This is an optimization exercise on Yosys and OpenROAD, whose aim is small area, a short achievable clock period and few clock cycles, not a production implementation.
Function was not checked in any run shown here: the RTL went through the layout flow alone.
Power is estimated from default activity; no workload was simulated.

--- run.sh ---
#!/bin/bash
# synth_recipe.tcl (not shown) runs the flow's synth.tcl, then flattens the netlist and writes it again
# the make line also repeats each setting of config.mk as NAME=value (left out here)
make -C /OpenROAD-flow-scripts/flow DESIGN_CONFIG=/design/flow/config.mk WORK_HOME=/design/flow/orfs CLKGATE_MAP_FILE= SYNTH_SCRIPT=/design/flow/synth_recipe.tcl finish
--- config.mk ---
export PLATFORM = sky130hd
export DESIGN_NAME = adc_scan_block_averager_core
export DESIGN_NICKNAME = adc_scan_block_averager_core
export VERILOG_FILES = /design/flow/design.v
export SDC_FILE = /design/flow/constraint.sdc
export NUM_CORES = 4
export LEC_CHECK = 0
export CAP_MARGIN = 20
export CORE_MARGIN = 2
export CORE_UTILIZATION = 40
export SLEW_MARGIN = 20
--- constraint.sdc ---
create_clock -name core_clock -period 7.0 [get_ports {clk}]
set_input_delay 1.4000 -clock core_clock [delete_from_list [all_inputs] [get_ports {clk}]]
set_output_delay 1.4000 -clock core_clock [all_outputs]
set_load 0.01 [all_outputs]
--- design.v ---
package asba_pkg;
  localparam int ADC_W   = 12;
  localparam int SUM_W   = 20;
  localparam int CNT_W   = 8;
  localparam int SLOT_W  = 3;
  localparam int CHAN_W  = 3;
  localparam int UV_W    = 28;
  localparam int SCALE_W = 24;
  localparam int PROD_W  = ADC_W + SCALE_W;
  localparam int UV_SHIFT = 8;
  localparam int CFG_W   = 24;
  localparam int CFG_IDX_W = 3;
  localparam int DIV_CNT_W = 5;
  localparam logic [1:0] OP_START  = 2'd0;
  localparam logic [1:0] OP_RESULT = 2'd1;
  localparam logic [1:0] OP_STOP   = 2'd2;
  localparam logic [1:0] KIND_REQ  = 2'd0;
  localparam logic [1:0] KIND_AVG  = 2'd1;
  localparam logic [1:0] KIND_DONE = 2'd2;
  localparam logic [CFG_IDX_W-1:0] REG_SLOT_COUNT    = 3'd0;
  localparam logic [CFG_IDX_W-1:0] REG_CHANNEL_MAP   = 3'd1;
  localparam logic [CFG_IDX_W-1:0] REG_FILTER_LEN    = 3'd2;
  localparam logic [CFG_IDX_W-1:0] REG_ROUNDS_NEEDED = 3'd3;
  localparam logic [CFG_IDX_W-1:0] REG_SCALE_Q8      = 3'd4;
  localparam logic [3:0]         RST_SLOT_COUNT    = 4'd2;
  localparam logic [23:0]        RST_CHANNEL_MAP   = 24'd60;
  localparam logic [CNT_W-1:0]   RST_FILTER_LEN    = 8'd10;
  localparam logic [CNT_W-1:0]   RST_ROUNDS_NEEDED = 8'd20;
  localparam logic [SCALE_W-1:0] RST_SCALE_Q8      = 24'd156250;
  localparam logic [CNT_W-1:0] RND_MAX = 8'd255;
  typedef struct packed {
    logic [3:0]         slot_count;
    logic [23:0]        channel_map;
    logic [CNT_W-1:0]   filter_len;
    logic [CNT_W-1:0]   rounds_needed;
    logic [SCALE_W-1:0] scale_q8;
  } asba_cfg_t;
  typedef struct packed {
    logic              clear;
    logic              wr_latest;
    logic              acc;
    logic              take;
    logic              div_step;
    logic              mul;
    logic              load_out;
    logic [1:0]        kind;
    logic              last;
    logic [SLOT_W-1:0] idx;
  } asba_cmd_t;
  typedef struct packed {
    logic fire;
    logic round_short;
    logic out_free;
  } asba_sts_t;
endpackage
module adc_scan_block_averager_core #(
  parameter int MAX_SLOTS = 8,
  parameter int CODE_BITS = 12
) (
  input  logic        clk,
  input  logic        rst_n,
  input  logic        in_valid,
  output logic        in_ready,
  input  logic [1:0]  in_opcode,
  input  logic [11:0] in_adc_code,
  output logic        out_valid,
  input  logic        out_ready,
  output logic [1:0]  out_kind,
  output logic [2:0]  out_slot,
  output logic [2:0]  out_chan,
  output logic [11:0] out_avg_code,
  output logic [27:0] out_microvolts,
  output logic        out_last,
  input  logic        cfg_we,
  input  logic [2:0]  cfg_index,
  input  logic [23:0] cfg_wdata
);
  localparam int K1 = 6;   
  localparam int K2 = 6;   
  logic [3:0]  sc_r;
  logic [23:0] map_r;
  logic [7:0]  flen_r;
  logic [7:0]  rn_r;
  logic [23:0] scale_r;
  always_ff @(posedge clk) begin
    if (!rst_n) begin
      sc_r    <= 4'd2;
      map_r   <= 24'd60;
      flen_r  <= 8'd10;
      rn_r    <= 8'd20;
      scale_r <= 24'd156250;
    end else if (cfg_we) begin
      case (cfg_index)
        3'd0: sc_r    <= cfg_wdata[3:0];
        3'd1: map_r   <= cfg_wdata[23:0];
        3'd2: flen_r  <= cfg_wdata[7:0];
        3'd3: rn_r    <= cfg_wdata[7:0];
        3'd4: scale_r <= cfg_wdata[23:0];
        default: ;
      endcase
    end
  end
  logic [2:0] nm1;   
  assign nm1 = (sc_r == 4'd0) ? 3'd0 : (sc_r > 4'd8) ? 3'd7 : 3'(sc_r - 4'd1);
  logic [11:0] latest_r [8];
  logic [19:0] sum_r    [8];
  logic [7:0]  cnt_r    [8];
  logic [7:0]  rnd_r    [8];
  logic [7:0] fire_v, act_v, done_v;
  logic       any_fire, all_done;
  always_comb begin
    for (int i = 0; i < 8; i++) begin
      act_v[i]  = 3'(i) <= nm1;
      fire_v[i] = (cnt_r[i] != 8'hFF) && ((9'(cnt_r[i]) + 9'd1) >= 9'(flen_r));
      done_v[i] = rnd_r[i] >= rn_r;
    end
    any_fire = |(fire_v & act_v);
    all_done = &(done_v | ~act_v);
  end
  logic       running_r;
  logic [2:0] pos_r;
  logic       rstd_r;    
  logic       wact_r;    
  logic [2:0] wptr_r;    
  logic [2:0] wend_r;    
  logic       fm_r;      
  logic       fin_r;     
  logic       ov_r;
  logic [1:0] ok_r;
  logic [2:0] os_r;
  logic [2:0] oc_r;
  logic [11:0] oa_r;
  logic [27:0] ou_r;
  logic       ol_r;
  logic roundend;
  assign roundend = pos_r >= nm1;
  logic acc, is_start, is_stop, is_res, res_run, start_step;
  assign in_ready   = !ov_r && !fm_r && !rstd_r && !(wact_r && roundend);
  assign acc        = in_valid && in_ready;
  assign is_start   = in_opcode == 2'd0;
  assign is_res     = in_opcode == 2'd1;
  assign is_stop    = in_opcode == 2'd2;
  assign res_run    = acc && is_res && running_r;
  assign start_step = res_run && roundend;
  logic       cv;
  logic [1:0] ckind;
  logic [2:0] cslot;
  logic [2:0] cchan;
  logic [2:0] pos_inc;
  assign pos_inc = pos_r + 3'd1;
  assign cv    = acc && (is_start || (is_res && running_r && !(roundend && any_fire)));
  assign ckind = (in_opcode[0] && roundend && all_done) ? 2'd2 : 2'd0;
  assign cslot = (in_opcode[0] && !roundend) ? pos_inc : 3'd0;
  assign cchan = (in_opcode[0] && roundend && all_done) ? 3'd0 : map_r[3*cslot +: 3];
  logic adv;
  assign adv = !ov_r || out_ready;
  logic        wstep;
  logic        wfm;
  logic [11:0] lat_eff;
  logic [19:0] w_sum;
  logic [7:0]  w_cnt;
  logic [7:0]  w_c;
  logic [7:0]  w_rnd;
  logic        w_fire;
  logic [2:0]  w_end;
  assign wfm    = fm_r || (start_step && any_fire);
  assign wstep  = start_step || (wact_r && (!fm_r || adv));
  assign w_end  = wact_r ? wend_r : nm1;
  assign lat_eff = (start_step && pos_r == 3'd0) ? in_adc_code : latest_r[wptr_r];
  assign w_sum  = sum_r[wptr_r] + 20'(lat_eff);
  assign w_cnt  = cnt_r[wptr_r];
  assign w_c    = w_cnt + 8'd1;
  assign w_rnd  = rnd_r[wptr_r];
  assign w_fire = wfm && fire_v[wptr_r];
  always_ff @(posedge clk) begin
    if (acc && is_start) begin
      for (int i = 0; i < 8; i++) begin
        sum_r[i] <= '0;
        cnt_r[i] <= '0;
        rnd_r[i] <= '0;
      end
    end else if (wstep) begin
      if (w_fire) begin
        sum_r[wptr_r] <= '0;
        cnt_r[wptr_r] <= '0;
        if (w_rnd != 8'hFF) rnd_r[wptr_r] <= w_rnd + 8'd1;
      end else begin
        sum_r[wptr_r] <= w_sum;
        cnt_r[wptr_r] <= w_c;
      end
    end
    if (res_run) latest_r[pos_r] <= in_adc_code;
  end
  localparam int NS   = 4;
  localparam int ROWS = 3;
  logic        pv [NS+1];
  logic        pf [NS+1];
  logic [7:0]  pr [NS+1];
  logic [11:0] px [NS+1];
  logic [7:0]  pc [NS+1];
  logic [7:0]  nr [NS+1];
  logic [11:0] nx [NS+1];
  always_comb begin
    logic [8:0] t;
    for (int j = 0; j < NS; j++) begin
      nr[j] = pr[j];
      nx[j] = px[j];
      for (int k = 0; k < ROWS; k++) begin
        t = {nr[j], nx[j][11]};
        if (t >= 9'(pc[j])) begin
          nr[j] = 8'(t - 9'(pc[j]));
          nx[j] = {nx[j][10:0], 1'b1};
        end else begin
          nr[j] = t[7:0];
          nx[j] = {nx[j][10:0], 1'b0};
        end
      end
    end
    nr[NS] = '0;
    nx[NS] = '0;
  end
  logic [11:0] q;
  logic [35:0] prod;
  assign q    = px[NS];
  assign prod = 36'(q) * 36'(scale_r);
  logic [2:0] oslot_r;
  logic       p_last;
  assign p_last = oslot_r == wend_r;
  logic ld_avg, ld_fin;
  assign ld_avg = adv && pv[NS] && pf[NS];
  assign ld_fin = adv && (fin_r || (pv[NS] && p_last && !pf[NS]));
  always_ff @(posedge clk) begin
    if (wstep && wfm) begin
      pr[0] <= w_sum[19:12];
      px[0] <= w_sum[11:0];
      pc[0] <= w_c;
      pf[0] <= w_fire;
    end
    if (adv) begin
      for (int j = 0; j < NS; j++) begin
        pr[j+1] <= nr[j];
        px[j+1] <= nx[j];
        pc[j+1] <= pc[j];
        pf[j+1] <= pf[j];
      end
    end
  end
  always_ff @(posedge clk) begin
    if (!rst_n) begin
      running_r <= 1'b0;
      pos_r     <= '0;
      rstd_r    <= 1'b1;
      wact_r    <= 1'b0;
      wptr_r    <= '0;
      wend_r    <= '0;
      fm_r      <= 1'b0;
      fin_r     <= 1'b0;
      for (int j = 0; j <= NS; j++) pv[j] <= 1'b0;
      oslot_r   <= '0;
      ov_r      <= 1'b0;
      oa_r      <= '0;
      ou_r      <= '0;
    end else begin
      rstd_r <= 1'b0;
      if (acc) begin
        if (is_start) begin
          running_r <= 1'b1;
          pos_r     <= '0;
        end else if (is_stop) begin
          running_r <= 1'b0;
        end else if (res_run) begin
          if (!roundend) begin
            pos_r <= pos_inc;
          end else begin
            pos_r <= '0;
            if (!any_fire && all_done) running_r <= 1'b0;
          end
        end
      end
      if (acc && is_start) begin
        wact_r <= 1'b0;
        wptr_r <= '0;
      end else if (wstep) begin
        if (wptr_r == w_end) begin
          wact_r <= 1'b0;
          wptr_r <= '0;
        end else begin
          wact_r <= 1'b1;
          wptr_r <= wptr_r + 3'd1;
        end
        if (start_step) wend_r <= nm1;
      end
      if (wstep && wfm) pv[0] <= 1'b1;
      else if (adv) pv[0] <= 1'b0;
      if (adv) begin
        for (int j = 0; j < NS; j++) pv[j+1] <= pv[j];
        if (pv[NS]) oslot_r <= oslot_r + 3'd1;
      end
      if (start_step) oslot_r <= '0;
      if (start_step && any_fire) fm_r <= 1'b1;
      if (ld_avg) fin_r <= p_last;
      else if (ld_fin) fin_r <= 1'b0;
      if (ld_fin) begin
        fm_r <= 1'b0;
        if (all_done) running_r <= 1'b0;
      end
      if (ld_avg) begin
        ov_r <= 1'b1;
        ok_r <= 2'd1;
        os_r <= oslot_r;
        oc_r <= map_r[3*oslot_r +: 3];
        oa_r <= q;
        ou_r <= prod[35:8];
        ol_r <= 1'b0;
      end else if (ld_fin) begin
        ov_r <= 1'b1;
        ok_r <= all_done ? 2'd2 : 2'd0;
        os_r <= '0;
        oc_r <= all_done ? 3'd0 : map_r[2:0];
        oa_r <= '0;
        ou_r <= '0;
        ol_r <= 1'b1;
      end else if (cv && !out_ready) begin
        ov_r <= 1'b1;
        ok_r <= ckind;
        os_r <= cslot;
        oc_r <= cchan;
        oa_r <= '0;
        ou_r <= '0;
        ol_r <= 1'b1;
      end else if (out_ready) begin
        ov_r <= 1'b0;
      end
    end
  end
  assign out_valid      = ov_r || cv;
  assign out_kind       = ov_r ? ok_r : ckind;
  assign out_slot       = ov_r ? os_r : cslot;
  assign out_chan       = ov_r ? oc_r : cchan;
  assign out_avg_code   = oa_r;
  assign out_microvolts = ou_r;
  assign out_last       = ov_r ? ol_r : 1'b1;
endmodule
==> results.yml, run 1 <==
sta:
  rsz0062_at_grt: "no"
  final.setup_skew_ns: 0.03804
  period_share_pct: 94.06
  fmax_mhz: 151.9
  finalSetupViolations: 0
  finalMaxSlewViolations: 0
  min_period_ns: 6.584
  tightest_slew_ns: 1.085
  setup_tns_ns: 0
  slew_headroom_pct: 27.16
  setup_slack_ns: 0.4161
  holdWs_ns: 0.4133
  finalHoldViolations: 0
pwr:
  power_frac_clock_pct: 26.9
  pwr-share-comb_pct: 44.4
  power.share.switching_pct: 37.37
  leakage_nw: 20.01
  p_per_area_nw_per_um2: 307.8
  p_sw_mw: 5.781
  power.internal_mw: 9.688
  p_seq_share_pct: 28.7
  total_power_mw: 15.47
  vdd_drop_max_mv: 0.3818
placed_design:
  placed_area_sq_um: 47600
  place_ws_ns: 0.2310
  gp_congestion: 0.8693
  numPortBuffers: 96
  dp_hpwl_mm: 84.23
synth:
  synth.avg_cell_area_sq_um: 11.02
  syn_area_sq_um: 44760
  ys_warn_count: 8
  synth-seq-cells: 656
  yosysMostFrequentCell: "edfxtp_1"
  seq_area_frac_synth_pct: 41.02
  synth_cells: 4062
  synthFlopType: "edfxtp_1"
  netlist_top_cells_count: "522 x edfxtp_1, 462 x nand2_1, 386 x inv_1"
  yosysTopAreaCell: "edfxtp_1"
  syn-num-nets: 4663
  synth_edf_count: 522
  yosys.area.top_type_share_pct: 35.02
  synth.area.top_cells: "edfxtp_1 35%, fa_1 10%, ha_1 9.1%"
  ys_types: 89
  synthArstFlopShare_pct: 0
finish:
  fin_nets: 4740
  seqCellArea_sq_um: 18370
  area_growth_pct: 12.30
  diodes: 0
  multi_input_area_sq_um: 24150
  stdcell_area_sq_um: 50260
  drive_gt1_share_pct: 10.66
  n_fill_cell: 10250
drt:
  wl_per_cell_um: 20.20
  avgViaCountPerCell: 5.437
  post-route-drc-count: 0
  drt_first_iter_violations: 2544
  vias: 30930
  routed_wl_mm: 114.9
  drtAntennaViolNets: 0
  drt_pre_antenna_iters: 6
worst_setup_path:
  start_kind: "flip-flop"
  r2r_cells: 18
  criticalPathCategory: "reg2reg"
  crit_slowest_cell: "edfxtp_1"
  crit_family: "adder cells"
  crit_chain: "buf_4 > and2_1 > fa_1 > inv_1 > fa_1 > fa_1 > fa_1 > fa_1 > inv_1 > ha_1 > o21ai_0 > o21ai_0 > a211o_1 > a21oi_1 > o31a_1 > o31a_1 > mux2_2 > a221o_1"
  cp.buffers_inverters: 3
  path_max_fanout: 14
  cp.depth: 18
  cp.arrival_ns: 7.12
  crit_path_max_incr_delay_ns: 0.60
  cp_common_cell: "fa_1"
  crit_path_end_kind: "flip-flop"
  critPathRequiredTime_ns: 7.54
clocking:
  cts_tree: "done"
  htreeDepth: 3
  cts_made_buffers: 76
  clk_latency_ns: 0.67
  clk_pin_slew_ns: 0.06
  clock_sinks: 656
  ctsHoldBuffers: 0
  clock-root-buffer: "clkbuf_16"
  clock_path_buffers: 3
floorplan:
  row_count: 122
  start_util_pct: 40.39
  die_x_um: 338.5
  fp.dieH_um: 338.5
  core-area_sq_um: 110800
  io_pins: 97
  die-area_sq_um: 114600
global_routing:
  grt_usage_pct: 19.93
  antenna_found_initial: 1
  grt-ovfl-total: 0
  grt_pass1_wl_mm: 180.8
  grt_pass1_vias: 30960
  grt_max_degree: 109
outcome:
  status: "no timing/DRC/antenna violations"
hold_path:
  holdCritPathClass: "reg2reg"
  hold_path_depth: 0
flow_run:
  maxCapViolCount: 0
-- flip-flops by register name (all words and copies together), names as in the netlist, 4 cells and up, named ones only --
signal    count
sum_r       160
latest_r     96
cnt_r        64
rnd_r        64
px           60
pc           32
pr           32
ou_r         28
map_r        24
scale_r      24
oa_r         12
flen_r        8
rn_r          8
pf            5
pv            5
sc_r          4
-- worst paths after layout --
| check | from | end | slack [ns] |
|---|---|---|---|
| worst max-delay path | px[4][8] | ou_r[26] | 0.42 |
| worst min-delay path | px[1][1] | px[2][4] | 0.41 |
| worst max register to register | px[4][8] | ou_r[26] | 0.42 |
| worst min register to register | px[1][1] | px[2][4] | 0.41 |
-- cell families after synthesis --
kind of cell	after synthesis	share of synthesized area (%)
and+or+nand+nor	1320	14.61
DFF	656	41.02
buffers and inverters	592	5.217
adders and majority gates	558	19.46
AOI/OAI and AO/OA	550	8.272
muxes	233	8.395
xor gates and xnor gates	153	3.028
-- cell type report --
type,count,area share [%]
Inverter,395,2.955
Multi-Input combinational cell,2814,48.04
Clock inverter,58,1.300
Timing Repair Buffer,196,3.605
Tap cell,1488,3.704
Clock buffer,82,3.849
Sequential cell,656,36.54
-- repair_timing --
action,in CTS,in global routing
buffers inserted,0,4
setup endpoints to repair,0,28
gates resized for setup,0,6
-- per-stage QoR --
| stage | instances | utilization [%] |
|---|---|---|
| 5_1_grt | 5689 | 45.35 |
| 3_5_place_dp | 5545 | 42.95 |
| 2_1_floorplan | 4062 | - |
| 4_1_cts | 5685 | 45.28 |
| 3_3_place_gp | 5545 | 42.95 |
| 6_report | 5689 | 45.35 |
-- cell usage in the layout (no fill, tap or decap), types with 92 or more instances in the layout --
cell type	count
a21oi_1	175
and2_1	107
and3_1	190
buf_4	92
clkdlybuf4s50_1	96
dfxtp_1	131
edfxtp_1	522
fa_1	231
ha_1	324
inv_1	384
mux4_2	94
nand2_1	462
nor2_1	138
nor3_1	164
xnor2_1	97
-- metal layers --
layer | GRT usage [%] | vias to the layer above | part of all wire [%]
met5 | 0 | - | 0
met1 | 27.55 | 15360 | 45
met4 | 5.102 | 0 | 1.9
li1 | - | 14640 | -
met3 | 2.731 | 148 | 5.4
met2 | 33.00 | 783 | 48
-- power groups by stage --
| stage | clock network (mW) | logic (mW) | registers, mW |
|---|---|---|---|
| detailed placement | 0 | 6.83 | 4.52 |
| CTS | 4.24 | 6.89 | 4.44 |
| floorplan | 0 | 5.45 | 4.41 |
| global route | 4.39 | 7.83 | 4.45 |
| finish | 4.16 | 6.87 | 4.44 |
| global placement | 0 | 6.72 | 4.52 |
==> run 2: changes to the inputs <==
--- a/config.mk
+++ b/config.mk
@@ -6,6 +6,8 @@
 export NUM_CORES = 4
 export LEC_CHECK = 0
+export ABC_CLOCK_PERIOD_IN_PS = 3500
 export CAP_MARGIN = 20
 export CORE_MARGIN = 2
 export CORE_UTILIZATION = 40
+export SETUP_SLACK_MARGIN = 3.0
 export SLEW_MARGIN = 20
==> run 2 against run 1 <==
  * Flip-flop and latch count stayed put
  * Final cell count up 6.7%
  * Fmax is 15% higher
  * Combinational power up 76%
  * Sequential power decreased by 2%
  * Core utilization rose by 7.1 points
  * First-iteration DRC count is 12% higher
  * Clock power is 2% lower
  * Routed wire length is 16% higher
  * Die area did not move
==> results.yml, run 2 <==
floorplan:
  start_util_pct: 40.39
  die-area_sq_um: 114600
  fp.dieH_um: 338.5
  die_x_um: 338.5
  row_count: 122
  core-area_sq_um: 110800
  io_pins: 97
clocking:
  clock_path_buffers: 3
  cts_tree: "done"
  cts_made_buffers: 74
  clock-root-buffer: "clkbuf_16"
  clk_latency_ns: 0.67
  clock_sinks: 656
  ctsHoldBuffers: 0
  clk_pin_slew_ns: 0.07
  htreeDepth: 3
pwr:
  p_seq_share_pct: 21.3
  leakage_nw: 22.86
  p_sw_mw: 8.063
  vdd_drop_max_mv: 0.6603
  p_per_area_nw_per_um2: 353.2
  power.internal_mw: 12.49
  pwr-share-comb_pct: 59.0
  power.share.switching_pct: 39.24
  power_frac_clock_pct: 19.8
synth:
  synth_cells: 4062
  synth-seq-cells: 656
  ys_warn_count: 8
  synth.avg_cell_area_sq_um: 11.02
  syn-num-nets: 4663
  yosysMostFrequentCell: "edfxtp_1"
  synth.area.top_cells: "edfxtp_1 35%, fa_1 10%, ha_1 9.1%"
  yosysTopAreaCell: "edfxtp_1"
  seq_area_frac_synth_pct: 41.02
  synthFlopType: "edfxtp_1"
  netlist_top_cells_count: "522 x edfxtp_1, 462 x nand2_1, 386 x inv_1"
  syn_area_sq_um: 44760
  synth_edf_count: 522
  yosys.area.top_type_share_pct: 35.02
  synthArstFlopShare_pct: 0
  ys_types: 89
global_routing:
  grt-ovfl-total: 0
  grt_max_degree: 85
  grt_usage_pct: 22.38
  grt_pass1_vias: 34190
  antenna_found_initial: 1
  grt_pass1_wl_mm: 201.1
finish:
  diodes: 0
  reg_top3: "sum_r (160), latest_r (96)"
  largest_reg_flops: 160
  n_fill_cell: 9339
  layout_commonest_cell: "edfxtp_1"
  final_cells: 6073
  fin_nets: 5131
  drive_gt1_share_pct: 30.38
  final_cell_mix: "522 x edfxtp_1, 421 x nand2_1, 331 x buf_4, 322 x inv_1, 245 x ha_1"
  regMostFlops: "sum_r"
  postLayoutCoreUtil_pct: 52.49
  area_growth_pct: 29.98
drt:
  drt_first_iter_violations: 2845
  wl_met3_mm: 7.395
  routed.top_layer: "met4"
  met1Wirelength_mm: 56.54
  vias: 33640
  routed_wl_mm: 132.8
  avgViaCountPerCell: 5.538
  post-route-drc-count: 0
  wl_per_cell_um: 21.87
  drtAntennaViolNets: 0
  met2_length_mm: 65.49
  drt_pre_antenna_iters: 5
worst_setup_path:
  cp.arrival_ns: 6.28
  critPathRequiredTime_ns: 7.56
  start_kind: "flip-flop"
  path_max_fanout: 5
  crit_path_end_kind: "flip-flop"
  criticalPathCategory: "reg2reg"
sta:
  setup_tns_ns: 0
  final.setup_skew_ns: 0.03049
  slew_headroom_pct: 23.76
  tightest_slew_ns: 1.135
  finalSetupViolations: 0
  finalMaxSlewViolations: 0
  period_share_pct: 81.76
  min_period_ns: 5.723
  rsz0062_at_grt: "yes"
  fmax_mhz: 174.7
  finalHoldViolations: 0
placed_design:
  dp_hpwl_mm: 84.32
  gp_congestion: 0.8540
  dpl.cell_count: 5511
  numPortBuffers: 96
outcome:
  status: "no timing/DRC/antenna violations"
flow_run:
  maxCapViolCount: 0
hold_path:
  holdCritPathClass: "reg2reg"
-- run 2: cell types whose count changed in the layout (fill, tap and decap cells not counted), moves of 41 or more --
cell / before / now
a21oi_1: 175 / 132
and3_1: 190 / 143
and3_4: 0 / 46
buf_4: 92 / 331
buf_6: 0 / 89
ha_1: 324 / 245
ha_4: 0 / 64
inv_1: 384 / 322
inv_2: 9 / 59
nand2_1: 462 / 421
nor3_1: 164 / 120
o21ai_0: 85 / 35
-- run 2: final timing paths --
path / depth (start not counted) / slack, ns / from / to
worst min-delay path: 0 / 0.40 / px[0][1] / px[1][4]
worst min register to register: 0 / 0.40 / px[0][1] / px[1][4]
worst max-delay path: 22 / 1.28 / px[4][7] / ou_r[21]
worst max register to register: 22 / 1.28 / px[4][7] / ou_r[21]
-- run 2: logic make-up after synthesis --
kind of cell	after synthesis	share of synthesized area (%)
multiplexers	233	8.395
flip-flops	656	41.02
buffers and inverters	592	5.217
AND/OR/NAND/NOR	1320	14.61
adder cells (fa/ha/maj)	558	19.46
XOR/XNOR	153	3.028
AO/OA/AOI/OAI	550	8.272
-- run 2: metal layers --
metal	global-route usage [%]	up-vias
met5	0	-
met4	6.602	0
met3	2.849	194
met2	38.24	1011
met1	29.75	16970
li1	-	15460
-- run 2: layout make-up --
class / count / area [sq um] / area share (%)
Clock buffer: 86 / 1948 / 3.349
Clock inverter: 45 / 573.1 / 0.9851
Inverter: 395 / 1538 / 2.643
Multi-Input combinational cell: 2827 / 28070 / 48.25
Sequential cell: 656 / 18400 / 31.63
Tap cell: 1488 / 1862 / 3.200
Timing Repair Buffer: 575 / 5777 / 9.930
Timing Repair inverter: 1 / 6.256 / 0.01075
-- run 2: power groups by stage --
stage / Clock (mW) / Combinational [mW] / Sequential [mW]
after floorplan: 0 / 5.88 / 4.42
after global placement: 0 / 7.58 / 4.49
after detailed placement: 0 / 7.64 / 4.49
after CTS: 4.13 / 10.1 / 4.37
after global routing: 4.28 / 13.2 / 4.38
final: 4.06 / 12.1 / 4.37
-- run 2: repair_timing --
| item | in CTS | in global routing |
|---|---|---|
| pin swaps | 243 | 220 |
| endpoints found under the setup margin | 685 | 612 |
| setup buffers | 294 | 104 |
| gates cloned | 23 | 10 |
| gates resized for setup | 508 | 300 |
-- run 2: through the flow --
step / hold slack, ns / area [sq um] / power [mW] / setup slack (ns)
after global routing: 0.4088 / 58170 / 21.82 / 1.064
final: 0.4039 / 58170 / 20.55 / 1.277
after global placement: 0.4009 / 48110 / 12.07 / 0.5979
after floorplan: 0.4003 / 45740 / 10.29 / 1.501
after CTS: 0.4056 / 55830 / 18.60 / 1.366
after detailed placement: 0.4045 / 48150 / 12.13 / 0.5189
-- run 2: worst max-delay path, stage by stage (launching register included) --
cell	delay, ns
edfxtp_1	0.48
buf_12	0.19
and2_4	0.16
fa_1	0.55
inv_2	0.04
fa_1	0.49
fa_1	0.54
inv_2	0.05
fa_1	0.51
inv_2	0.04
fa_2	0.53
inv_2	0.04
ha_4	0.17
a211oi_4	0.27
o21ai_4	0.09
a211o_1	0.30
a21oi_4	0.18
buf_6	0.12
buf_6	0.10
o21ai_4	0.09
a211oi_2	0.30
nor4_2	0.09
a211o_1	0.28
==> run 3: changes to the inputs <==
--- a/design.v
+++ b/design.v
@@ -76,6 +76,6 @@
   input  logic [23:0] cfg_wdata
 );
-  localparam int K1 = 6;   
-  localparam int K2 = 6;   
+  localparam int ROWS = 2;
+  localparam int NS   = 12 / ROWS;
   logic [3:0]  sc_r;
   logic [23:0] map_r;
@@ -107,11 +107,16 @@
   logic [7:0]  cnt_r    [8];
   logic [7:0]  rnd_r    [8];
+  logic [7:0]  stale_r;
   logic [7:0] fire_v, act_v, done_v;
   logic       any_fire, all_done;
+  logic       fire0, done0;
+  assign fire0 = flen_r <= 8'd1;
+  assign done0 = rn_r == 8'd0;
   always_comb begin
     for (int i = 0; i < 8; i++) begin
       act_v[i]  = 3'(i) <= nm1;
-      fire_v[i] = (cnt_r[i] != 8'hFF) && ((9'(cnt_r[i]) + 9'd1) >= 9'(flen_r));
-      done_v[i] = rnd_r[i] >= rn_r;
+      fire_v[i] = stale_r[i] ? fire0 :
+                  (cnt_r[i] != 8'hFF) && ((9'(cnt_r[i]) + 9'd1) >= 9'(flen_r));
+      done_v[i] = stale_r[i] ? done0 : rnd_r[i] >= rn_r;
     end
     any_fire = |(fire_v & act_v);
@@ -123,14 +128,15 @@
   logic       wact_r;    
   logic [2:0] wptr_r;    
+  logic [7:0] woh_r;     
   logic [2:0] wend_r;    
   logic       fm_r;      
   logic       fin_r;     
-  logic       ov_r;
-  logic [1:0] ok_r;
-  logic [2:0] os_r;
-  logic [2:0] oc_r;
+  logic        ov_r;
+  logic [1:0]  ok_r;
+  logic [2:0]  os_r;
+  logic [2:0]  oc_r;
   logic [11:0] oa_r;
   logic [27:0] ou_r;
-  logic       ol_r;
+  logic        ol_r;
   logic roundend;
   assign roundend = pos_r >= nm1;
@@ -157,50 +163,72 @@
   logic        wstep;
   logic        wfm;
+  logic [7:0]  rsel;
+  logic [11:0] w_lat;
   logic [11:0] lat_eff;
+  logic [19:0] w_old;
   logic [19:0] w_sum;
   logic [7:0]  w_cnt;
   logic [7:0]  w_c;
   logic [7:0]  w_rnd;
+  logic [7:0]  w_rnd_n;
   logic        w_fire;
   logic [2:0]  w_end;
-  assign wfm    = fm_r || (start_step && any_fire);
-  assign wstep  = start_step || (wact_r && (!fm_r || adv));
-  assign w_end  = wact_r ? wend_r : nm1;
-  assign lat_eff = (start_step && pos_r == 3'd0) ? in_adc_code : latest_r[wptr_r];
-  assign w_sum  = sum_r[wptr_r] + 20'(lat_eff);
-  assign w_cnt  = cnt_r[wptr_r];
-  assign w_c    = w_cnt + 8'd1;
-  assign w_rnd  = rnd_r[wptr_r];
-  assign w_fire = wfm && fire_v[wptr_r];
+  logic        cstall;
+  assign rsel = woh_r & ~stale_r;
+  always_comb begin
+    w_lat = '0;
+    w_old = '0;
+    w_cnt = '0;
+    w_rnd = '0;
+    for (int i = 0; i < 8; i++) begin
+      w_lat = w_lat | (latest_r[i] & {12{woh_r[i]}});
+      w_old = w_old | (sum_r[i] & {20{rsel[i]}});
+      w_cnt = w_cnt | (cnt_r[i] & {8{rsel[i]}});
+      w_rnd = w_rnd | (rnd_r[i] & {8{rsel[i]}});
+    end
+  end
+  assign wfm     = fm_r || (start_step && any_fire);
+  assign w_end   = wact_r ? wend_r : nm1;
+  assign lat_eff = (start_step && pos_r == 3'd0) ? in_adc_code : w_lat;
+  assign w_sum   = w_old + 20'(lat_eff);
+  assign w_c     = w_cnt + 8'd1;
+  assign w_fire  = wfm && (w_cnt != 8'hFF) && ((9'(w_cnt) + 9'd1) >= 9'(flen_r));
+  assign w_rnd_n = (w_fire && w_rnd != 8'hFF) ? w_rnd + 8'd1 : w_rnd;
+  assign wstep   = start_step || (wact_r && (!fm_r || (adv && !cstall)));
   always_ff @(posedge clk) begin
-    if (acc && is_start) begin
-      for (int i = 0; i < 8; i++) begin
-        sum_r[i] <= '0;
-        cnt_r[i] <= '0;
-        rnd_r[i] <= '0;
+    for (int i = 0; i < 8; i++) begin
+      if (wstep && woh_r[i]) begin
+        sum_r[i] <= w_fire ? 20'd0 : w_sum;
+        cnt_r[i] <= w_fire ? 8'd0 : w_c;
+        rnd_r[i] <= w_rnd_n;
       end
+      if (res_run && pos_r == 3'(i)) latest_r[i] <= in_adc_code;
+    end
+  end
+  always_ff @(posedge clk) begin
+    if (!rst_n) begin
+      stale_r <= '1;
+    end else if (acc && is_start) begin
+      stale_r <= '1;
     end else if (wstep) begin
-      if (w_fire) begin
-        sum_r[wptr_r] <= '0;
-        cnt_r[wptr_r] <= '0;
-        if (w_rnd != 8'hFF) rnd_r[wptr_r] <= w_rnd + 8'd1;
-      end else begin
-        sum_r[wptr_r] <= w_sum;
-        cnt_r[wptr_r] <= w_c;
-      end
+      stale_r <= stale_r & ~woh_r;
     end
-    if (res_run) latest_r[pos_r] <= in_adc_code;
   end
-  localparam int NS   = 4;
-  localparam int ROWS = 3;
   logic        pv [NS+1];
   logic        pf [NS+1];
   logic [7:0]  pr [NS+1];
   logic [11:0] px [NS+1];
-  logic [7:0]  pc [NS+1];
-  logic [7:0]  nr [NS+1];
-  logic [11:0] nx [NS+1];
+  logic [7:0]  nr [NS];
+  logic [11:0] nx [NS];
+  logic [7:0]  c_sh;
+  logic        inflight;
+  always_comb begin
+    inflight = 1'b0;
+    for (int j = 0; j <= NS; j++) inflight = inflight | (pv[j] & pf[j]);
+  end
+  assign cstall = w_fire && (w_c != c_sh) && inflight;
   always_comb begin
     logic [8:0] t;
+    logic [9:0] d;
     for (int j = 0; j < NS; j++) begin
       nr[j] = pr[j];
@@ -208,20 +236,42 @@
       for (int k = 0; k < ROWS; k++) begin
         t = {nr[j], nx[j][11]};
-        if (t >= 9'(pc[j])) begin
-          nr[j] = 8'(t - 9'(pc[j]));
-          nx[j] = {nx[j][10:0], 1'b1};
-        end else begin
-          nr[j] = t[7:0];
-          nx[j] = {nx[j][10:0], 1'b0};
-        end
+        d = {1'b0, t} - {2'b0, c_sh};
+        nr[j] = d[9] ? t[7:0] : d[7:0];
+        nx[j] = {nx[j][10:0], ~d[9]};
       end
     end
-    nr[NS] = '0;
-    nx[NS] = '0;
   end
+  function automatic void csa(input logic [35:0] a, input logic [35:0] b,
+                              input logic [35:0] c, output logic [35:0] s,
+                              output logic [35:0] cy);
+    s  = a ^ b ^ c;
+    cy = ((a & b) | (a & c) | (b & c)) << 1;
+  endfunction
   logic [11:0] q;
   logic [35:0] prod;
-  assign q    = px[NS];
-  assign prod = 36'(q) * 36'(scale_r);
+  always_comb begin
+    logic [35:0] pp [12];
+    logic [35:0] l1 [8];
+    logic [35:0] l2 [6];
+    logic [35:0] l3 [4];
+    logic [35:0] l4 [3];
+    logic [35:0] l5 [2];
+    for (int i = 0; i < 12; i++) pp[i] = q[i] ? (36'(scale_r) << i) : 36'd0;
+    csa(pp[0], pp[1], pp[2], l1[0], l1[1]);
+    csa(pp[3], pp[4], pp[5], l1[2], l1[3]);
+    csa(pp[6], pp[7], pp[8], l1[4], l1[5]);
+    csa(pp[9], pp[10], pp[11], l1[6], l1[7]);
+    csa(l1[0], l1[1], l1[2], l2[0], l2[1]);
+    csa(l1[3], l1[4], l1[5], l2[2], l2[3]);
+    l2[4] = l1[6];
+    l2[5] = l1[7];
+    csa(l2[0], l2[1], l2[2], l3[0], l3[1]);
+    csa(l2[3], l2[4], l2[5], l3[2], l3[3]);
+    csa(l3[0], l3[1], l3[2], l4[0], l4[1]);
+    l4[2] = l3[3];
+    csa(l4[0], l4[1], l4[2], l5[0], l5[1]);
+    prod = l5[0] + l5[1];
+  end
+  assign q = px[NS];
   logic [2:0] oslot_r;
   logic       p_last;
@@ -234,12 +284,11 @@
       pr[0] <= w_sum[19:12];
       px[0] <= w_sum[11:0];
-      pc[0] <= w_c;
       pf[0] <= w_fire;
     end
+    if (wstep && w_fire) c_sh <= w_c;
     if (adv) begin
       for (int j = 0; j < NS; j++) begin
         pr[j+1] <= nr[j];
         px[j+1] <= nx[j];
-        pc[j+1] <= pc[j];
         pf[j+1] <= pf[j];
       end
@@ -253,4 +302,5 @@
       wact_r    <= 1'b0;
       wptr_r    <= '0;
+      woh_r     <= 8'd1;
       wend_r    <= '0;
       fm_r      <= 1'b0;
@@ -281,11 +331,14 @@
         wact_r <= 1'b0;
         wptr_r <= '0;
+        woh_r  <= 8'd1;
       end else if (wstep) begin
         if (wptr_r == w_end) begin
           wact_r <= 1'b0;
           wptr_r <= '0;
+          woh_r  <= 8'd1;
         end else begin
           wact_r <= 1'b1;
           wptr_r <= wptr_r + 3'd1;
+          woh_r  <= {woh_r[6:0], 1'b0};
         end
         if (start_step) wend_r <= nm1;
--- a/config.mk
+++ b/config.mk
@@ -6,8 +6,6 @@
 export NUM_CORES = 4
 export LEC_CHECK = 0
-export ABC_CLOCK_PERIOD_IN_PS = 3500
 export CAP_MARGIN = 20
 export CORE_MARGIN = 2
 export CORE_UTILIZATION = 40
-export SETUP_SLACK_MARGIN = 3.0
 export SLEW_MARGIN = 20
==> run 3 against run 2 <==
  * Still clean on timing, DRC and antenna
  * Clock skew increased by 0.035 ns
  * Power decreased by 20%
  * Clock power increased by 7.4%
  * Flip-flop and latch count increased by 33
==> results.yml, run 3 <==
floorplan:
  core-area_sq_um: 105300
  start_util_pct: 40.29
  io_pins: 97
  die-area_sq_um: 108700
  die_x_um: 329.6
  row_count: 119
  fp.dieH_um: 329.6
placed_design:
  gp_congestion: 0.8991
  numPortBuffers: 96
  dp_hpwl_mm: 78.82
  placed_area_sq_um: 45370
clocking:
  clock_sinks: 689
  ctsHoldBuffers: 0
  clk_latency_ns: 0.68
  htreeDepth: 3
  clk_pin_slew_ns: 0.06
  cts_tree: "done"
  clock-root-buffer: "clkbuf_16"
  clock_path_buffers: 3
  cts_made_buffers: 79
  cts-resized-gates: 0
sta:
  holdWs_ns: 0.4091
  finalMaxSlewViolations: 0
  setup_tns_ns: 0
  finalSetupViolations: 0
  tightest_slew_ns: 1.105
  final.setup_skew_ns: 0.06547
  rsz0062_at_grt: "no"
  fmax_mhz: 153.0
  finalHoldViolations: 0
  period_share_pct: 93.40
  min_period_ns: 6.538
  slew_headroom_pct: 26.21
worst_setup_path:
  cp-startpoint: "px[6][3]"
  rr_startpoint: "px[6][3]"
  path_max_fanout: 18
  cp.arrival_ns: 7.04
  reg2reg_slack_ns: 0.46
  crit_path_end_kind: "flip-flop"
  criticalPathCategory: "reg2reg"
  r2r_cells: 19
  start_kind: "flip-flop"
  r2r_end: "ou_r[21]"
  critPathRequiredTime_ns: 7.51
synth:
  synthArstFlopShare_pct: 0
  syn-num-nets: 4293
  yosys.area.top_type_share_pct: 38.23
  yosysTopAreaCell: "edfxtp_1"
  syn_area_sq_um: 42420
  synth_cells: 3692
  ys_types: 82
  synth_edf_count: 540
  seq_area_frac_synth_pct: 45.26
  netlist_top_cells_count: "540 x edfxtp_1, 330 x nand2_1, 320 x ha_1"
  synth.area.top_cells: "edfxtp_1 38%, fa_1 11%, ha_1 9.4%"
  synth-seq-cells: 689
  yosysMostFrequentCell: "edfxtp_1"
  synth.avg_cell_area_sq_um: 11.49
  ys_warn_count: 17
  synthFlopType: "edfxtp_1"
outcome:
  status: "no timing/DRC/antenna violations"
global_routing:
  grt_pass1_vias: 28690
  grt_pass1_wl_mm: 173.7
  grt_max_degree: 73
  top_usage_layer: "met2"
  grt_usage_pct: 20.76
  use_met1_pct: 28.78
  grt.met2_usage_pct: 33.62
  antenna_found_initial: 1
  grt_util_met3_pct: 3.291
  grt-ovfl-total: 0
drt:
  drt_first_iter_violations: 2219
  drt_pre_antenna_iters: 5
  drtAntennaViolNets: 0
  avgViaCountPerCell: 5.467
  vias: 28800
  routed_wl_mm: 112.2
  post-route-drc-count: 0
  wl_per_cell_um: 21.30
finish:
  postLayoutCoreUtil_pct: 45.77
  layout_commonest_cell: "edfxtp_1"
  reg_top3: "sum_r (160), latest_r (96), px (84)"
  n_fill_cell: 9603
  regMostFlops: "sum_r"
  stdcell_area_sq_um: 48180
  area_growth_pct: 13.58
  drive_gt1_share_pct: 8.383
  final_cell_mix: "540 x edfxtp_1, 330 x nand2_1, 320 x ha_1, 287 x inv_1, 235 x fa_1"
  diodes: 0
  largest_reg_flops: 160
  fin_nets: 4415
pwr:
  power.internal_mw: 10.26
  leakage_nw: 18.52
  power.share.switching_pct: 37.30
  vdd_drop_max_mv: 0.7813
  pwr-share-comb_pct: 45.1
  total_power_mw: 16.36
  power_frac_clock_pct: 26.6
  p_seq_share_pct: 28.2
  p_sw_mw: 6.103
  p_per_area_nw_per_um2: 339.6
flow_run:
  maxCapViolCount: 0
hold_path:
  hold_path_depth: 0
  hold_path_end: "px[6][11]"
  worstHoldStart: "px[5][9]"
  holdCritPathClass: "reg2reg"
[run 3: cell families (layout without fill, tap and decap cells)]
logic type	after synthesis	in the layout	synth area share, %
xor+xnor	160	160	3.401
simple gates	1037	1037	12.39
fa+ha+maj	559	559	20.62
buf+inv	446	631	4.047
compound gates	698	698	11.44
mux	103	103	2.841
flops	689	689	45.26
[run 3: power groups by stage]
stage	clock network, mW	logic [mW]	registers [mW]
2_1_floorplan	0	5.53	4.63
3_3_place_gp	0	7.34	4.70
3_5_place_dp	0	7.46	4.71
4_1_cts	4.43	7.49	4.62
5_1_grt	4.59	8.38	4.63
6_report	4.36	7.38	4.62
[run 3: stage by stage]
step / setup WS [ns] / instances
2_1_floorplan: 0.6716 / 3692
3_3_place_gp: 0.4529 / 5119
3_5_place_dp: 0.3782 / 5119
4_1_cts: 0.3630 / 5263
5_1_grt: 0.06250 / 5268
6_report: 0.4622 / 5268
[run 3: per-layer routing]
metal / wire (um) / vias up
met1: 50280 / 14350
li1: - / 13430
met2: 51970 / 855
met5: 0 / -
met3: 6782 / 170
met4: 3174 / 0
[run 3: how the worst max path moves through the flow]
stage / endpoint / slack, ns / cells after the start
floorplan: sum_r[0][14] / 0.67 / 25
global placement: ou_r[14] / 0.45 / 19
detailed placement: ou_r[14] / 0.38 / 19
CTS: ou_r[14] / 0.36 / 19
global route: sum_r[4][13] / 0.06 / 28
finish: ou_r[21] / 0.46 / 19
[run 3: area by class of cell]
cell class / instances / area [sq um] / area share, %
well taps: 1391 / 1740 / 3.613
multi-input cells: 2557 / 21570 / 44.78
clock buffers: 100 / 2096 / 4.350
flip-flops and latches: 689 / 19200 / 39.85
clock inverters: 44 / 670.6 / 1.392
repair buffers: 196 / 1799 / 3.735
inverters: 291 / 1097 / 2.278
[run 3: worst max-delay path, stage by stage (launching register included)]
cell,delay (ns)
edfxtp_1,0.66
buf_4,0.28
and2_1,0.18
fa_1,0.55
inv_1,0.06
fa_1,0.46
fa_1,0.53
fa_1,0.54
inv_1,0.05
fa_1,0.48
ha_1,0.34
and3_1,0.21
a221oi_1,0.53
nand2_1,0.21
a41o_1,0.34
a22o_1,0.29
o22a_1,0.22
a21oi_1,0.18
xnor2_1,0.08
a22o_1,0.21
[run 3: what timing repair did]
item                                    4_1_cts  5_1_grt
hold endpoints to repair                      0        0
endpoints found under the setup margin        0        1
setup buffers                                 0        5
==> run 4: changes to the inputs <==
--- a/config.mk
+++ b/config.mk
@@ -9,3 +9,4 @@
 export CORE_MARGIN = 2
 export CORE_UTILIZATION = 40
+export SETUP_SLACK_MARGIN = 2.8
 export SLEW_MARGIN = 20
==> run 4 against run 3 <==
  * Non-clock buffer count grew 346
  * Fmax increased by 13%
  * Clock skew fell by 0.025 ns
  * Worst hold slack better by 0.0048 ns
  * Flip-flop and latch count stayed put
  * Sequential power is 0.9% lower
==> results.yml, run 4 <==
hold_path:
  hold_path_end: "px[5][4]"
  hold_path_depth: 0
  worstHoldStart: "px[4][2]"
  holdCritPathClass: "reg2reg"
clocking:
  clk_pin_slew_ns: 0.06
  clk_latency_ns: 0.66
  cts_made_buffers: 77
  clock-root-buffer: "clkbuf_16"
  clock_sinks: 689
  cts_tree: "done"
  clock_path_buffers: 3
  htreeDepth: 3
drt:
  drt_first_iter_violations: 2329
  avgViaCountPerCell: 5.473
  drtAntennaViolNets: 0
  drt_pre_antenna_iters: 6
  vias: 30750
  post-route-drc-count: 0
  routed_wl_mm: 126.9
  wl_per_cell_um: 22.58
sta:
  final.setup_skew_ns: 0.04032
  finalHoldViolations: 0
  finalSetupViolations: 0
  slew_headroom_pct: 17.14
  finalMaxSlewViolations: 0
  rsz0062_at_grt: "yes"
  fmax_mhz: 173.1
  tightest_slew_ns: 1.242
  min_period_ns: 5.776
  setup_tns_ns: 0
  period_share_pct: 82.51
global_routing:
  grt_pass1_vias: 30720
  antenna_found_initial: 3
  grt.met2_usage_pct: 37.39
  grt_usage_pct: 22.64
  use_met1_pct: 29.80
  grt_pass1_wl_mm: 187.1
  top_usage_layer: "met2"
  grt_max_degree: 74
  grt-ovfl-total: 0
  grt_util_met3_pct: 4.072
worst_setup_path:
  crit_path_max_incr_delay_ns: 0.60
  path_max_fanout: 6
  critPathRequiredTime_ns: 7.52
  r2r_cells: 20
  criticalPathCategory: "reg2reg"
  reg2reg_slack_ns: 1.22
  r2r_end: "ou_r[21]"
  rr_startpoint: "px[6][6]"
  start_kind: "flip-flop"
  cp.arrival_ns: 6.29
  crit_chain: "buf_6 > clkbuf_16 > nand2_1 > fa_1 > fa_1 > fa_2 > fa_1 > inv_1 > fa_2 > ha_2 > a21o_1 > a21o_1 > a221o_1 > a21o_1 > a41o_1 > a22o_1 > o22a_1 > a21oi_2 > xnor2_1 > a22o_1"
  crit_slowest_cell: "fa_1"
  crit_path_end_kind: "flip-flop"
placed_design:
  gp_congestion: 0.8954
  dp_hpwl_mm: 78.15
  placed_area_sq_um: 46000
  numPortBuffers: 96
synth:
  ys_types: 82
  synthFlopType: "edfxtp_1"
  syn_area_sq_um: 42420
  synth_cells: 3692
  yosysMostFrequentCell: "edfxtp_1"
  seq_area_frac_synth_pct: 45.26
  ys_warn_count: 17
  yosysTopAreaCell: "edfxtp_1"
  synth_edf_count: 540
  synth.avg_cell_area_sq_um: 11.49
  synth.area.top_cells: "edfxtp_1 38%, fa_1 11%, ha_1 9.4%"
  synthArstFlopShare_pct: 0
  yosys.area.top_type_share_pct: 38.23
  syn-num-nets: 4293
  synth-seq-cells: 689
  netlist_top_cells_count: "540 x edfxtp_1, 330 x nand2_1, 320 x ha_1"
pwr:
  leakage_nw: 21.45
  total_power_mw: 20.02
  vdd_drop_max_mv: 1.433
  p_per_area_nw_per_um2: 365.0
floorplan:
  die-area_sq_um: 108700
  core-area_sq_um: 105300
  die_x_um: 329.6
  row_count: 119
  io_pins: 97
  start_util_pct: 40.29
  fp.dieH_um: 329.6
finish:
  regMostFlops: "sum_r"
  stdcell_area_sq_um: 54850
  fin_nets: 4766
  final_cell_mix: "540 x edfxtp_1, 315 x nand2_1, 279 x ha_1, 263 x inv_1, 259 x buf_4"
  postLayoutCoreUtil_pct: 52.10
  seqCellArea_sq_um: 19240
  reg_top3: "sum_r (160), latest_r (96), px (84)"
  drive_gt1_share_pct: 25.34
  area_growth_pct: 29.30
  n_fill_cell: 8872
  largest_reg_flops: 160
  layout_commonest_cell: "edfxtp_1"
  multi_input_area_sq_um: 24300
outcome:
  status: "no timing/DRC/antenna violations"
flow_run:
  maxCapViolCount: 0
[run 4: what timing repair did]
| item | in CTS | in global routing |
|---|---|---|
| setup buffers | 260 | 100 |
| gates resized for setup | 367 | 229 |
| endpoints found under the setup margin | 738 | 737 |
| pin swaps | 130 | 126 |
| hold buffers | 0 | 0 |
| gates cloned | 16 | 17 |
[run 4: how the worst max path moves through the flow]
stage / start / to / slack [ns]
floorplan: px[6][5] / ou_r[21] / 1.56
global placement: in_opcode[0] / sum_r[1][14] / 0.76
detailed placement: in_opcode[0] / sum_r[1][14] / 0.67
CTS: px[6][3] / ou_r[21] / 1.31
global route: px[6][6] / ou_r[21] / 1.05
finish: px[6][6] / ou_r[21] / 1.22
[run 4: power by group]
part           internal [mW]  leakage, nW  total [mW]  switching [mW]
Sequential              4.50         6.07        4.58          0.0805
Clock                   2.43         1.26        4.20            1.78
Combinational           5.66         14.1        11.2            5.57
[run 4: cell type report]
cell class / count / share of cell area (%)
diodes: 1 / 0.004563
flip-flops and latches: 689 / 35.09
well taps: 1391 / 3.173
clock buffers: 100 / 3.798
clock inverters: 40 / 0.9308
inverters: 291 / 2.062
multi-input cells: 2564 / 44.30
repair buffers: 542 / 10.64
[run 4: worst max-delay path: cells and delay by family, from the launching register on]
kind / cells / cell delay, ns
adder cells (fa/ha/maj): 6 / 2.72
AO/OA/AOI/OAI: 9 / 1.93
buffers and inverters: 3 / 0.38
AND/OR/NAND/NOR: 1 / 0.09
flip-flops: 1 / 0.47
XOR/XNOR: 1 / 0.07
[run 4: cell families (layout without fill, tap and decap cells)]
kind of cell,count (synthesis),count (layout),share of synthesized area (%)
flip-flops,689,689,45.26
multiplexers,103,103,2.841
XOR/XNOR,160,160,3.401
adder cells (fa/ha/maj),559,559,20.62
AO/OA/AOI/OAI,698,698,11.44
AND/OR/NAND/NOR,1037,1044,12.39
other,0,1,0
buffers and inverters,446,973,4.047
[run 4: per-layer routing]
| metal | share of wire (%) | up-vias |
|---|---|---|
| met3 | 6.9 | 210 |
| met2 | 48 | 988 |
| met5 | 0.012 | - |
| met1 | 41 | 15420 |
| met4 | 3.7 | 2 |
| li1 | - | 14130 |
[run 4: metrics by stage]
step	worst slack, ns	hold WS, ns	instances
final	1.224	0.4139	5618
after global routing	1.051	0.4202	5618
after CTS	1.311	0.4161	5500
after detailed placement	0.6750	0.4045	5084
after global placement	0.7595	0.4007	5084
after floorplan	1.561	0.4003	3692
==> run 5: changes to the inputs <==
--- a/design.v
+++ b/design.v
@@ -79,4 +79,6 @@
   localparam int NS   = 12 / ROWS;
   logic [3:0]  sc_r;
+  logic [2:0]  nm1;       
+  logic [25:0] s3_r;      
   logic [23:0] map_r;
   logic [7:0]  flen_r;
@@ -86,4 +88,5 @@
     if (!rst_n) begin
       sc_r    <= 4'd2;
+      nm1     <= 3'd1;
       map_r   <= 24'd60;
       flen_r  <= 8'd10;
@@ -92,5 +95,9 @@
     end else if (cfg_we) begin
       case (cfg_index)
-        3'd0: sc_r    <= cfg_wdata[3:0];
+        3'd0: begin
+          sc_r <= cfg_wdata[3:0];
+          nm1  <= (cfg_wdata[3:0] == 4'd0) ? 3'd0 :
+                  (cfg_wdata[3:0] > 4'd8) ? 3'd7 : 3'(cfg_wdata[3:0] - 4'd1);
+        end
         3'd1: map_r   <= cfg_wdata[23:0];
         3'd2: flen_r  <= cfg_wdata[7:0];
@@ -101,6 +108,5 @@
     end
   end
-  logic [2:0] nm1;   
-  assign nm1 = (sc_r == 4'd0) ? 3'd0 : (sc_r > 4'd8) ? 3'd7 : 3'(sc_r - 4'd1);
+  always_ff @(posedge clk) s3_r <= 26'(scale_r) + {1'b0, scale_r, 1'b0};
   logic [11:0] latest_r [8];
   logic [19:0] sum_r    [8];
@@ -165,5 +171,4 @@
   logic [7:0]  rsel;
   logic [11:0] w_lat;
-  logic [11:0] lat_eff;
   logic [19:0] w_old;
   logic [19:0] w_sum;
@@ -190,10 +195,11 @@
   assign wfm     = fm_r || (start_step && any_fire);
   assign w_end   = wact_r ? wend_r : nm1;
-  assign lat_eff = (start_step && pos_r == 3'd0) ? in_adc_code : w_lat;
-  assign w_sum   = w_old + 20'(lat_eff);
+  assign w_sum   = w_old + 20'(w_lat);
   assign w_c     = w_cnt + 8'd1;
   assign w_fire  = wfm && (w_cnt != 8'hFF) && ((9'(w_cnt) + 9'd1) >= 9'(flen_r));
   assign w_rnd_n = (w_fire && w_rnd != 8'hFF) ? w_rnd + 8'd1 : w_rnd;
-  assign wstep   = start_step || (wact_r && (!fm_r || (adv && !cstall)));
+  logic start_now;   
+  assign start_now = start_step && pos_r != 3'd0;
+  assign wstep   = start_now || (wact_r && (!fm_r || (adv && !cstall)));
   always_ff @(posedge clk) begin
     for (int i = 0; i < 8; i++) begin
@@ -251,25 +257,24 @@
   logic [35:0] prod;
   always_comb begin
-    logic [35:0] pp [12];
-    logic [35:0] l1 [8];
-    logic [35:0] l2 [6];
-    logic [35:0] l3 [4];
-    logic [35:0] l4 [3];
-    logic [35:0] l5 [2];
-    for (int i = 0; i < 12; i++) pp[i] = q[i] ? (36'(scale_r) << i) : 36'd0;
+    logic [35:0] pp [6];
+    logic [35:0] l1 [4];
+    logic [35:0] l2 [3];
+    logic [35:0] l3 [2];
+    logic [25:0] m;
+    for (int k = 0; k < 6; k++) begin
+      case (q[2*k +: 2])
+        2'd0: m = 26'd0;
+        2'd1: m = 26'(scale_r);
+        2'd2: m = {1'b0, scale_r, 1'b0};
+        default: m = s3_r;
+      endcase
+      pp[k] = 36'(m) << (2 * k);
+    end
     csa(pp[0], pp[1], pp[2], l1[0], l1[1]);
     csa(pp[3], pp[4], pp[5], l1[2], l1[3]);
-    csa(pp[6], pp[7], pp[8], l1[4], l1[5]);
-    csa(pp[9], pp[10], pp[11], l1[6], l1[7]);
     csa(l1[0], l1[1], l1[2], l2[0], l2[1]);
-    csa(l1[3], l1[4], l1[5], l2[2], l2[3]);
-    l2[4] = l1[6];
-    l2[5] = l1[7];
+    l2[2] = l1[3];
     csa(l2[0], l2[1], l2[2], l3[0], l3[1]);
-    csa(l2[3], l2[4], l2[5], l3[2], l3[3]);
-    csa(l3[0], l3[1], l3[2], l4[0], l4[1]);
-    l4[2] = l3[3];
-    csa(l4[0], l4[1], l4[2], l5[0], l5[1]);
-    prod = l5[0] + l5[1];
+    prod = l3[0] + l3[1];
   end
   assign q = px[NS];
@@ -332,4 +337,7 @@
         wptr_r <= '0;
         woh_r  <= 8'd1;
+      end else if (start_step && !start_now) begin
+        wact_r <= 1'b1;
+        wend_r <= nm1;
       end else if (wstep) begin
         if (wptr_r == w_end) begin
@@ -342,5 +350,5 @@
           woh_r  <= {woh_r[6:0], 1'b0};
         end
-        if (start_step) wend_r <= nm1;
+        if (start_now) wend_r <= nm1;
       end
       if (wstep && wfm) pv[0] <= 1'b1;
--- a/config.mk
+++ b/config.mk
@@ -8,5 +8,5 @@
 export CAP_MARGIN = 20
 export CORE_MARGIN = 2
-export CORE_UTILIZATION = 40
+export CORE_UTILIZATION = 60
 export SETUP_SLACK_MARGIN = 2.8
 export SLEW_MARGIN = 20
==> run 5 against run 4 <==
  * Non-clock buffer count grew 139
  * Largest cell class unchanged
  * Largest power group unchanged
  * Synthesized cell count is 3.0% higher
  * Worst hold slack got worse by 0.0016 ns
  * Via count increased by 16%
  * Core utilization rose by 28 points
  * Critical endpoint is now pr[4][1]
  * Clock power is 5.2% lower
  * Combinational power fell by 18%
  * Still clean on timing, DRC and antenna
==> results.yml, run 5 <==
sta:
  final.setup_skew_ns: 0.04403
  setup_tns_ns: 0
  finalMaxSlewViolations: 0
  finalSetupViolations: 0
  fmax_mhz: 185.9
  tightest_slew_ns: 1.068
  finalHoldViolations: 0
  setup_slack_ns: 1.622
  period_share_pct: 76.84
  rsz0062_at_grt: "yes"
  min_period_ns: 5.378
  slew_headroom_pct: 28.77
finish:
  layout_commonest_cell: "edfxtp_1"
  area_growth_pct: 31.61
  postLayoutCoreUtil_pct: 79.66
  regMostFlops: "sum_r"
  fin_nets: 4867
  largest_reg_flops: 160
  drive_gt1_share_pct: 29.96
  final_cell_mix: "540 x edfxtp_1, 308 x buf_4, 289 x nand2_1, 287 x ha_1, 210 x inv_1"
  reg_top3: "sum_r (160), latest_r (96), px (84)"
clocking:
  clock_sinks: 714
  cts_tree: "done"
  htreeDepth: 3
  clock_path_buffers: 3
  clk_pin_slew_ns: 0.07
  clk_latency_ns: 0.66
  clock-root-buffer: "clkbuf_16"
  cts_made_buffers: 77
floorplan:
  row_count: 97
  die-area_sq_um: 72780
  io_pins: 97
  die_x_um: 269.8
  core-area_sq_um: 70030
  start_util_pct: 60.53
  fp.dieH_um: 269.8
hold_path:
  hold_path_depth: 0
  worstHoldStart: "px[4][8]"
  holdCritPathClass: "reg2reg"
  hold_path_end: "px[5][10]"
synth:
  netlist_top_cells_count: "540 x edfxtp_1, 337 x ha_1, 323 x nand2_1"
  synthArstFlopShare_pct: 0
  synthFlopType: "edfxtp_1"
  synth.area.top_cells: "edfxtp_1 38%, ha_1 9.9%, dfxtp_1 8.2%"
  ys_warn_count: 15
  yosysTopAreaCell: "edfxtp_1"
  synth_cells: 3801
  synth-seq-cells: 714
  yosysMostFrequentCell: "edfxtp_1"
  ys_types: 88
  synth_edf_count: 540
  syn_area_sq_um: 42390
  yosys.area.top_type_share_pct: 38.26
  synth.avg_cell_area_sq_um: 11.15
  seq_area_frac_synth_pct: 46.48
  syn-num-nets: 4286
drt:
  routed_wl_mm: 147.6
  drt_first_iter_violations: 4251
  avgViaCountPerCell: 6.610
  post-route-drc-count: 0
  wl_per_cell_um: 27.41
  vias: 35600
  drt_pre_antenna_iters: 8
  drtAntennaViolNets: 0
pwr:
  leakage_nw: 22.99
  p_per_area_nw_per_um2: 321.9
  total_power_mw: 17.95
  vdd_drop_max_mv: 0.7131
worst_setup_path:
  r2r_end: "pr[4][1]"
  crit_path_end_kind: "flip-flop"
  cp.arrival_ns: 5.82
  rr_startpoint: "c_sh[1]"
  crit_path_max_incr_delay_ns: 0.43
  r2r_cells: 29
  criticalPathCategory: "reg2reg"
  start_kind: "flip-flop"
  path_max_fanout: 6
  crit_slowest_cell: "edfxtp_1"
  cp_common_cell: "buf_6"
  critPathRequiredTime_ns: 7.45
  reg2reg_slack_ns: 1.62
global_routing:
  grt_util_met3_pct: 5.601
  grt-ovfl-total: 0
  top_usage_layer: "met2"
  grt_usage_pct: 36.43
  grt.met2_usage_pct: 61.86
  grt_pass1_wl_mm: 204.6
  grt_max_degree: 72
  use_met1_pct: 45.77
  grt_pass1_vias: 34570
  antenna_found_initial: 2
placed_design:
  dp_hpwl_mm: 82.37
  gp_congestion: 0.9531
  place_ws_ns: 0.5208
  numPortBuffers: 96
outcome:
  status: "no timing/DRC/antenna violations"
flow_run:
  maxCapViolCount: 0
run 5: kinds of logic (layout without fill, tap and decap cells):
group                      after synthesis  after routing  share of synthesized area, %
and+or+nand+nor                        954            959                         11.04
AOI/OAI and AO/OA                      908            908                         15.00
DFF                                    714            714                         46.48
adders and majority gates              442            442                         14.84
buffers and inverters                  427           1064                         3.976
muxes                                  190            190                         5.110
xor gates and xnor gates               166            166                         3.560
other                                    0              2                             0
run 5: stage by stage:
step,instances,instance area [sq um],hold slack [ns]
after floorplan,3801,42900,0.3662
after global placement,4722,44710,0.4011
after detailed placement,4722,44710,0.4045
after CTS,5238,52850,0.4177
after global routing,5383,55780,0.4277
final,5385,55780,0.4124
run 5: repair_timing:
item	CTS	global route
hold buffers	0	0
endpoints found under the setup margin	730	712
resized for setup	579	354
buffers inserted	340	132
pin swaps	175	173
gates cloned	36	13
run 5: how the worst max path moves through the flow:
stage | start | endpoint | slack, ns | cells past startpoint
floorplan | c_sh[1] | pr[1][2] | 1.44 | 24
global placement | c_sh[1] | pr[4][3] | 0.63 | 26
detailed placement | c_sh[1] | pr[2][3] | 0.52 | 25
CTS | px[6][0] | ou_r[27] | 1.89 | 21
global route | c_sh[1] | pr[4][1] | 1.45 | 30
finish | c_sh[1] | pr[4][1] | 1.62 | 29
run 5: critical path: cells and delay by family (launching register included):
| kind | cells | cell delay (ns) |
|---|---|---|
| buffers and inverters | 9 | 1.20 |
| muxes | 1 | 0.34 |
| AOI/OAI and AO/OA | 11 | 1.89 |
| adders and majority gates | 2 | 0.52 |
| and+or+nand+nor | 6 | 0.79 |
| DFF | 1 | 0.43 |
run 5: power breakdown:
part | internal (mW) | switching [mW]
sequential | 4.64 | 0.131
clock | 2.18 | 1.80
combinational | 4.60 | 4.61
total | 11.4 | 6.53
run 5: metal layers:
layer | vias to the layer above | wire length, um
li1 | 15240 | -
met1 | 17450 | 53380
met2 | 2300 | 70570
met3 | 604 | 13220
met4 | 2 | 10420
met5 | - | 13
run 5: cell type report:
| cell class | count | area [sq um] |
|---|---|---|
| multi-input combinational | 2665 | 23790 |
| antenna | 2 | 5.005 |
| tap | 940 | 1176 |
| sequential | 714 | 19760 |
| timing repair buffer | 681 | 7687 |
| clock inverter | 39 | 361.6 |
| clock buffer | 101 | 2058 |
| fill | 3990 | 14250 |
| inverter | 243 | 949.7 |
==> run 6: changes to the inputs <==
--- a/config.mk
+++ b/config.mk
@@ -8,5 +8,5 @@
 export CAP_MARGIN = 20
 export CORE_MARGIN = 2
-export CORE_UTILIZATION = 60
+export CORE_UTILIZATION = 40
 export SETUP_SLACK_MARGIN = 2.8
 export SLEW_MARGIN = 20
==> run 6 against run 5 <==
  * Largest power group unchanged
  * Highest routed layer unchanged
  * Global-route usage down 13 points
  * Clock power up 6.0%
  * Synthesized cell count unchanged
  * Sequential share of layout area about the same
==> results.yml, run 6 <==
outcome:
  status: "no timing/DRC/antenna violations"
synth:
  synth.area.top_cells: "edfxtp_1 38%, ha_1 9.9%, dfxtp_1 8.2%"
  yosysMostFrequentCell: "edfxtp_1"
  yosysTopAreaCell: "edfxtp_1"
  syn-num-nets: 4286
  netlist_top_cells_count: "540 x edfxtp_1, 337 x ha_1, 323 x nand2_1"
  synthArstFlopShare_pct: 0
  syn_area_sq_um: 42390
  ys_types: 88
  ys_warn_count: 15
  synth-seq-cells: 714
drt:
  post-route-drc-count: 0
  avgViaCountPerCell: 5.747
  vias: 33330
  drt_first_iter_violations: 3019
pwr:
  p_sw_mw: 6.147
  power_frac_clock_pct: 24.1
  power.share.switching_pct: 35.07
  p_per_area_nw_per_um2: 314.0
floorplan:
  die-area_sq_um: 108600
  row_count: 119
  start_util_pct: 40.26
  core-area_sq_um: 105300
  fp.dieH_um: 329.5
sta:
  final.setup_skew_ns: 0.03258
  finalHoldViolations: 0
  setup_tns_ns: 0
  min_period_ns: 5.075
  finalMaxSlewViolations: 0
  finalSetupViolations: 0
  period_share_pct: 72.50
  setup_slack_ns: 1.925
  slew_headroom_pct: 24.51
clocking:
  clock_sinks: 714
  cts_made_buffers: 80
  cts_tree: "done"
  clk_pin_slew_ns: 0.06
  clk_latency_ns: 0.66
worst_setup_path:
  crit_path_max_incr_delay_ns: 0.56
  cp.arrival_ns: 5.62
  crit_chain: "buf_6 > buf_12 > mux2_2 > a22o_1 > fa_1 > inv_2 > fa_1 > inv_1 > fa_1 > ha_4 > a21oi_4 > o21ai_4 > a2111oi_4 > or3_4 > o21a_1 > o31ai_4 > a221oi_2 > nand2b_1 > a21oi_2 > xnor2_1 > a22o_1"
  crit_path_end_kind: "flip-flop"
placed_design:
  place_ws_ns: 0.8257
  numPortBuffers: 96
  gp_congestion: 0.9215
finish:
  layout_commonest_cell: "edfxtp_1"
  final_cell_mix: "540 x edfxtp_1, 303 x buf_4, 298 x ha_1, 293 x nand2_1, 216 x inv_1"
  fin_nets: 4832
  largest_reg_flops: 160
-- run 6: layout make-up --
type / count / area (sq um)
inverters: 243 / 953.4
clock buffers: 98 / 2226
diodes: 1 / 2.502
multi-input cells: 2670 / 23730
flip-flops and latches: 714 / 19760
clock inverters: 44 / 386.6
fillers: 8688 / 49430
repair buffers: 638 / 7044
well taps: 1391 / 1740
-- run 6: worst max path at each step --
stage / cells past startpoint / slack (ns) / start / endpoint
after floorplan: 24 / 1.44 / c_sh[1] / pr[1][2]
after global placement: 26 / 1.03 / c_sh[1] / pr[3][3]
after detailed placement: 26 / 0.83 / c_sh[1] / pr[4][3]
after CTS: 21 / 1.91 / px[6][2] / ou_r[27]
after global routing: 21 / 1.72 / px[6][0] / ou_r[25]
final: 21 / 1.93 / px[6][2] / ou_r[25]
-- run 6: worst register-to-register path: cells and delay by family, from the launching register on --
family | cells | cell delay (ns)
flops | 1 | 0.37
xor+xnor | 1 | 0.09
simple gates | 2 | 0.33
fa+ha+maj | 4 | 1.89
compound gates | 9 | 1.59
buf+inv | 4 | 0.38
mux | 1 | 0.34
-- run 6: logic make-up (layout without fill, tap and decap cells) --
family | Yosys count | after routing | synth area share (%)
AO/OA/AOI/OAI | 908 | 911 | 15.00
XOR/XNOR | 166 | 166 | 3.560
other | 0 | 1 | 0
buffers and inverters | 427 | 1023 | 3.976
AND/OR/NAND/NOR | 954 | 961 | 11.04
adder cells (fa/ha/maj) | 442 | 442 | 14.84
flip-flops | 714 | 714 | 46.48
multiplexers | 190 | 190 | 5.110
-- run 6: metal layers --
| metal | GRT usage [%] | vias up | routed length, um | share of wire, % |
|---|---|---|---|---|
| met3 | 4.709 | 366 | 10550 | 7.9 |
| met2 | 37.87 | 1428 | 62300 | 46 |
| li1 | - | 15210 | - | - |
| met1 | 30.16 | 16320 | 54240 | 40 |
| met4 | 11.10 | 4 | 6882 | 5.1 |
| met5 | 0 | - | 17 | 0.013 |
-- run 6: power by group through the flow --
stage	registers (mW)	logic, mW	clock network, mW
2_1_floorplan	4.78	5.04	0
3_3_place_gp	4.83	6.17	0
3_5_place_dp	4.83	6.22	0
4_1_cts	4.74	7.79	4.28
5_1_grt	4.75	9.35	4.46
6_report	4.75	8.56	4.22
-- run 6: metrics by stage --
stage	instance area, sq um	util, %	std cells	power (mW)
after global placement	45370	43.10	5182	11.00
after global routing	55830	53.04	5798	18.55
after floorplan	42900	-	3801	9.816
after detailed placement	45370	43.10	5182	11.04
final	55840	53.04	5799	17.53
after CTS	52830	50.18	5645	16.81
-- run 6: repair_timing --
action | in CTS | in global routing
endpoints found under the setup margin | 743 | 734
cloned | 32 | 15
setup buffers | 289 | 137
endpoints found under the hold margin | 0 | 0
pin swaps | 146 | 184
resized for setup | 555 | 351
hold buffers | 0 | 0

Setup slack of run 6, layout unchanged: 1.925 ns with ideal ports, 1.925 ns with driving cells assumed (clock clkbuf_16, inputs buf_2), 1.925 ns with port delays also shifted by the 0.716 ns mid clock arrival.
